What follows belongs to an exercise in optimizing a design on an open flow for small area, a short achievable clock period and few clock cycles per item; a production flow would make more cautious choices.

== run 5 ==
==> flow/design.v (excerpt) <==
module conv_core
(
	input  logic      clk,
	input  logic      rst,
	input  logic      csr_wr,
	input  logic      csr_rd,
	input  conv_pkg::csr_addr_t csr_addr,
	input  conv_pkg::csr_data_t csr_wdata,
	output logic      csr_rd_vld,
	output conv_pkg::csr_data_t csr_rdata,
	input  logic      dat_vld,
	input  conv_pkg::dat_vec_t  dat,
	input  conv_pkg::dat_vec_t  wt,
	input  logic      last,
	input  conv_pkg::dat_t      res,
	output logic      out_vld,
	output conv_pkg::dat_t      out_dat
);
==> module conv_csr, before the edit <==
module conv_csr
(
	input  logic        clk,
	input  logic        rst,
	input  logic        csr_wr,
	input  logic        csr_rd,
	input  logic [1:0]  csr_addr,
	input  logic [31:0] csr_wdata,
	output logic        csr_rd_vld,
	output logic [31:0] csr_rdata,
	output logic        relu_en,
	output logic        res_en,
	output logic [4:0]  out_shift
);
	localparam logic [31:0] ID = 32'h434f_4e56;
	logic [4:0] rd_lo;
	logic [3:0] rd_id;
	always_ff @(posedge clk) begin
		if (rst) begin
			relu_en   <= 1'b0;
			res_en    <= 1'b0;
			out_shift <= '0;
		end else if (csr_wr) begin
			if (csr_addr == 2'd0) begin
				relu_en <= csr_wdata[0];
				res_en  <= csr_wdata[1];
			end
			if (csr_addr == 2'd1) begin
				out_shift <= csr_wdata[4:0];
			end
		end
	end
	always_ff @(posedge clk) begin
		if (rst) begin
			csr_rd_vld <= 1'b0;
		end else begin
			csr_rd_vld <= csr_rd;
		end
	end
	always_ff @(posedge clk) begin
		case (csr_addr)
			2'd0:  rd_lo <= {3'b000, res_en, relu_en};
			2'd1: rd_lo <= out_shift;
			2'd2:    rd_lo <= ID[4:0];
			default:            rd_lo <= 5'd0;
		endcase
		rd_id[0] <= (csr_addr == 2'd2);
		rd_id[1] <= (csr_addr == 2'd2) & csr_rd;
		rd_id[2] <= (csr_addr == 2'd2) & ~rst;
		rd_id[3] <= (csr_addr == 2'd2) & csr_rd & ~rst;
	end
	always_comb begin
		int n;
		csr_rdata = {27'd0, rd_lo};
		n = 0;
		for (int k = 5; k < 32; k++) begin
			if (ID[k]) begin
				csr_rdata[k] = rd_id[n % 4];
				n++;
			end
		end
	end
endmodule
==> module conv_requant, before the edit <==
module conv_requant
(
	input  logic        clk,
	input  logic        rst,
	input  logic        acc_vld,
	input  logic [23:0] acc_a,
	input  logic [23:0] acc_b,
	input  logic [7:0]  acc_res,
	input  logic        relu_en,
	input  logic        res_en,
	input  logic [4:0]  out_shift,
	output logic        out_vld,
	output logic [7:0]  out_dat
);
	logic [23:0] sum;
	logic [40:0] ext;
	logic [40:0] sh;
	logic [10:0] part;
	logic        q_vld;
	logic [10:0] q_part;
	logic [1:0]  q_ovf;
	logic        q_neg;
	logic [7:0]  q_res;
	logic [9:0]  win;
	logic        ovf;
	logic [9:0]  rsum;
	logic [7:0]  sat;
	always_comb begin
		sum  = acc_a + acc_b;
		ext  = {{16{sum[23]}}, sum, 1'b0};
		sh   = $signed(ext) >>> {out_shift[4:1], 1'b0};
		part = sh[10:0];
	end
	always_ff @(posedge clk) begin
		if (rst) begin
			q_vld   <= 1'b0;
			out_vld <= 1'b0;
		end else begin
			q_vld   <= acc_vld;
			out_vld <= q_vld;
		end
	end
	always_ff @(posedge clk) begin
		q_part <= part;
		q_ovf[0] <= |(sh[21:11] ^ {11{sum[23]}});
		q_ovf[1] <= |(sh[32:22] ^ {11{sum[23]}});
		q_neg  <= sum[23];
		q_res  <= acc_res & {8{res_en}};
	end
	always_comb begin
		win = out_shift[0] ? q_part[10:1] : q_part[9:0];
		ovf = (|q_ovf) || (q_part[10] != q_neg) || (!out_shift[0] && q_part[9] != q_neg);
		rsum = 10'(({win[9], win[9:1], 1'b1} + {{2{q_res[7]}}, q_res, win[0]}) >> 1);
		if (ovf) begin
			sat = q_neg ? (relu_en ? 8'h00 : 8'h80) : 8'h7f;
		end else if (rsum[9] && relu_en) begin
			sat = 8'h00;
		end else if (!rsum[9] && rsum[8:7] != 2'b00) begin
			sat = 8'h7f;
		end else if (rsum[9] && rsum[8:7] != 2'b11) begin
			sat = 8'h80;
		end else begin
			sat = rsum[7:0];
		end
	end
	always_ff @(posedge clk) begin
		out_dat <= sat;
	end
endmodule
export LEC_CHECK = 0
export CAP_MARGIN = 20
export CORE_MARGIN = 2
export CORE_UTILIZATION = 40
export SLEW_MARGIN = 20
export SYNTH_HIERARCHICAL = 1
create_clock -name core_clock -period 11.0 [get_ports {clk}]
standard.sh (not shown) runs the stock make flow with config.mk's settings and CLKGATE_MAP_FILE= SYNTH_SCRIPT=/design/flow/synth_recipe.tcl, a recipe that flattens the netlist after the stock synthesis.
==> flow/flow/run.sh <==
#!/bin/bash
# The standard layout with three changes to how it is made: small port
# buffers in place of the default delay cells, clock-tree synthesis with
# larger sink clusters and no dummy loads, and timing repair that aims for
# 7.8 ns of setup slack on the 11 ns clock.
set -euo pipefail
bash standard.sh \
	"BUFFER_PORTS_ARGS=-buffer_cell sky130_fd_sc_hd__buf_1" \
	"CTS_ARGS=-sink_clustering_enable -repair_clock_nets -dont_use_dummy_load -sink_clustering_size 30 -sink_clustering_max_diameter 100" \
	SETUP_SLACK_MARGIN=7.8 \
	finish > standard.log 2>&1
What run 3 does differently from run 5 at the input level:
--- a/flow/design.v
+++ b/flow/design.v
@@ -21,9 +21,9 @@
 	output logic [4:0]  out_shift
 );
 	localparam logic [31:0] ID = 32'h434f_4e56;
 	logic [4:0] rd_lo;
-	logic [3:0] rd_id;
+	logic [2:0] rd_id;
 	always_ff @(posedge clk) begin
 		if (rst) begin
 			relu_en   <= 1'b0;
 			res_en    <= 1'b0;
@@ -54,19 +54,13 @@
 		endcase
 		rd_id[0] <= (csr_addr == 2'd2);
 		rd_id[1] <= (csr_addr == 2'd2) & csr_rd;
 		rd_id[2] <= (csr_addr == 2'd2) & ~rst;
-		rd_id[3] <= (csr_addr == 2'd2) & csr_rd & ~rst;
 	end
 	always_comb begin
-		int n;
 		csr_rdata = {27'd0, rd_lo};
-		n = 0;
 		for (int k = 5; k < 32; k++) begin
-			if (ID[k]) begin
-				csr_rdata[k] = rd_id[n % 4];
-				n++;
-			end
+			csr_rdata[k] = ID[k] & rd_id[k % 3];
 		end
 	end
 endmodule
 module conv_mac
@@ -949,25 +943,23 @@
 	output logic        out_vld,
 	output logic [7:0]  out_dat
 );
 	logic [23:0] sum;
-	logic [40:0] ext;
-	logic [40:0] sh;
-	logic [10:0] part;
+	logic [24:0] ext;
+	logic [14:0] mask;
 	logic        q_vld;
-	logic [10:0] q_part;
-	logic [1:0]  q_ovf;
+	logic [9:0]  q_win;
+	logic        q_ovf;
 	logic        q_neg;
 	logic [7:0]  q_res;
-	logic [9:0]  win;
-	logic        ovf;
 	logic [9:0]  rsum;
 	logic [7:0]  sat;
 	always_comb begin
 		sum  = acc_a + acc_b;
-		ext  = {{16{sum[23]}}, sum, 1'b0};
-		sh   = $signed(ext) >>> {out_shift[4:1], 1'b0};
-		part = sh[10:0];
+		ext  = $signed({sum, 1'b0}) >>> out_shift;
+		for (int j = 0; j < 15; j++) begin
+			mask[j] = ({1'b0, out_shift} <= 6'(j));
+		end
 	end
 	always_ff @(posedge clk) begin
 		if (rst) begin
 			q_vld   <= 1'b0;
@@ -977,19 +969,16 @@
 			out_vld <= q_vld;
 		end
 	end
 	always_ff @(posedge clk) begin
-		q_part <= part;
-		q_ovf[0] <= |(sh[21:11] ^ {11{sum[23]}});
-		q_ovf[1] <= |(sh[32:22] ^ {11{sum[23]}});
-		q_neg  <= sum[23];
-		q_res  <= acc_res & {8{res_en}};
+		q_win <= ext[9:0];
+		q_ovf <= |((sum[22:8] ^ {15{sum[23]}}) & mask);
+		q_neg <= sum[23];
+		q_res <= acc_res & {8{res_en}};
 	end
 	always_comb begin
-		win = out_shift[0] ? q_part[10:1] : q_part[9:0];
-		ovf = (|q_ovf) || (q_part[10] != q_neg) || (!out_shift[0] && q_part[9] != q_neg);
-		rsum = 10'(({win[9], win[9:1], 1'b1} + {{2{q_res[7]}}, q_res, win[0]}) >> 1);
-		if (ovf) begin
+		rsum = 10'(({q_win[9], q_win[9:1], 1'b1} + {{2{q_res[7]}}, q_res, q_win[0]}) >> 1);
+		if (q_ovf) begin
 			sat = q_neg ? (relu_en ? 8'h00 : 8'h80) : 8'h7f;
 		end else if (rsum[9] && relu_en) begin
 			sat = 8'h00;
 		end else if (!rsum[9] && rsum[8:7] != 2'b00) begin
Findings:
- Wire length on met1 sits lower in run 3 than in run 5.
- Sum of met2 wire segment lengths after detailed routing, run 5 and run 3: lower on run 5
- Run 5 → run 3: height of the chip rose by about 0.4%; number of global-route vias before repair rose by about 2.4%; adder-cell share of the synthesized area fell by 0.24 points; met2 track demand over resource in global routing stayed essentially flat.
- Run 3 finished every stage and its layout cleared the timing, DRC and antenna checks.
- Between run 3 and run 5, the worst hold slack figures differ only marginally.
- Diff run 5 -> run 3 | number of sinks driven by the clock tree | down slightly
- Compared with run 5, run 3 shows via count that has gone up by a few percent.
- Run 3 vs run 5, die area went up by about 0.8%.
- The final design instance area without fill in run 3 sits 1.8% above the value recorded for run 5.
- Final core area utilization (higher): run 3
No run of this note included a check of the RTL's function; only the layout flow was run.

[afterwards: timing with drivers on the ports]
How much do the figures lean on ideal ports? The routed layouts below were timed once more, with nothing changed but the port constraints. Step 1 assumes that a clkbuf_16 drives the clock port and a buf_2 every other input. Step 2 also shifts input and output timing later by t, the mid clock arrival at the registers, as if the neighbouring blocks saw the same clock. Three values: no drivers, after step 1, after step 2; two values: the first two.
run	shift t [ns]	setup slack, ns	worst setup path at the end
run 5	0.611	7.737 / 7.675 / 7.787	register to register
run 3	0.607	7.755 / 7.695 / 7.810	input to register
After both steps setup and hold are still met in every run listed.
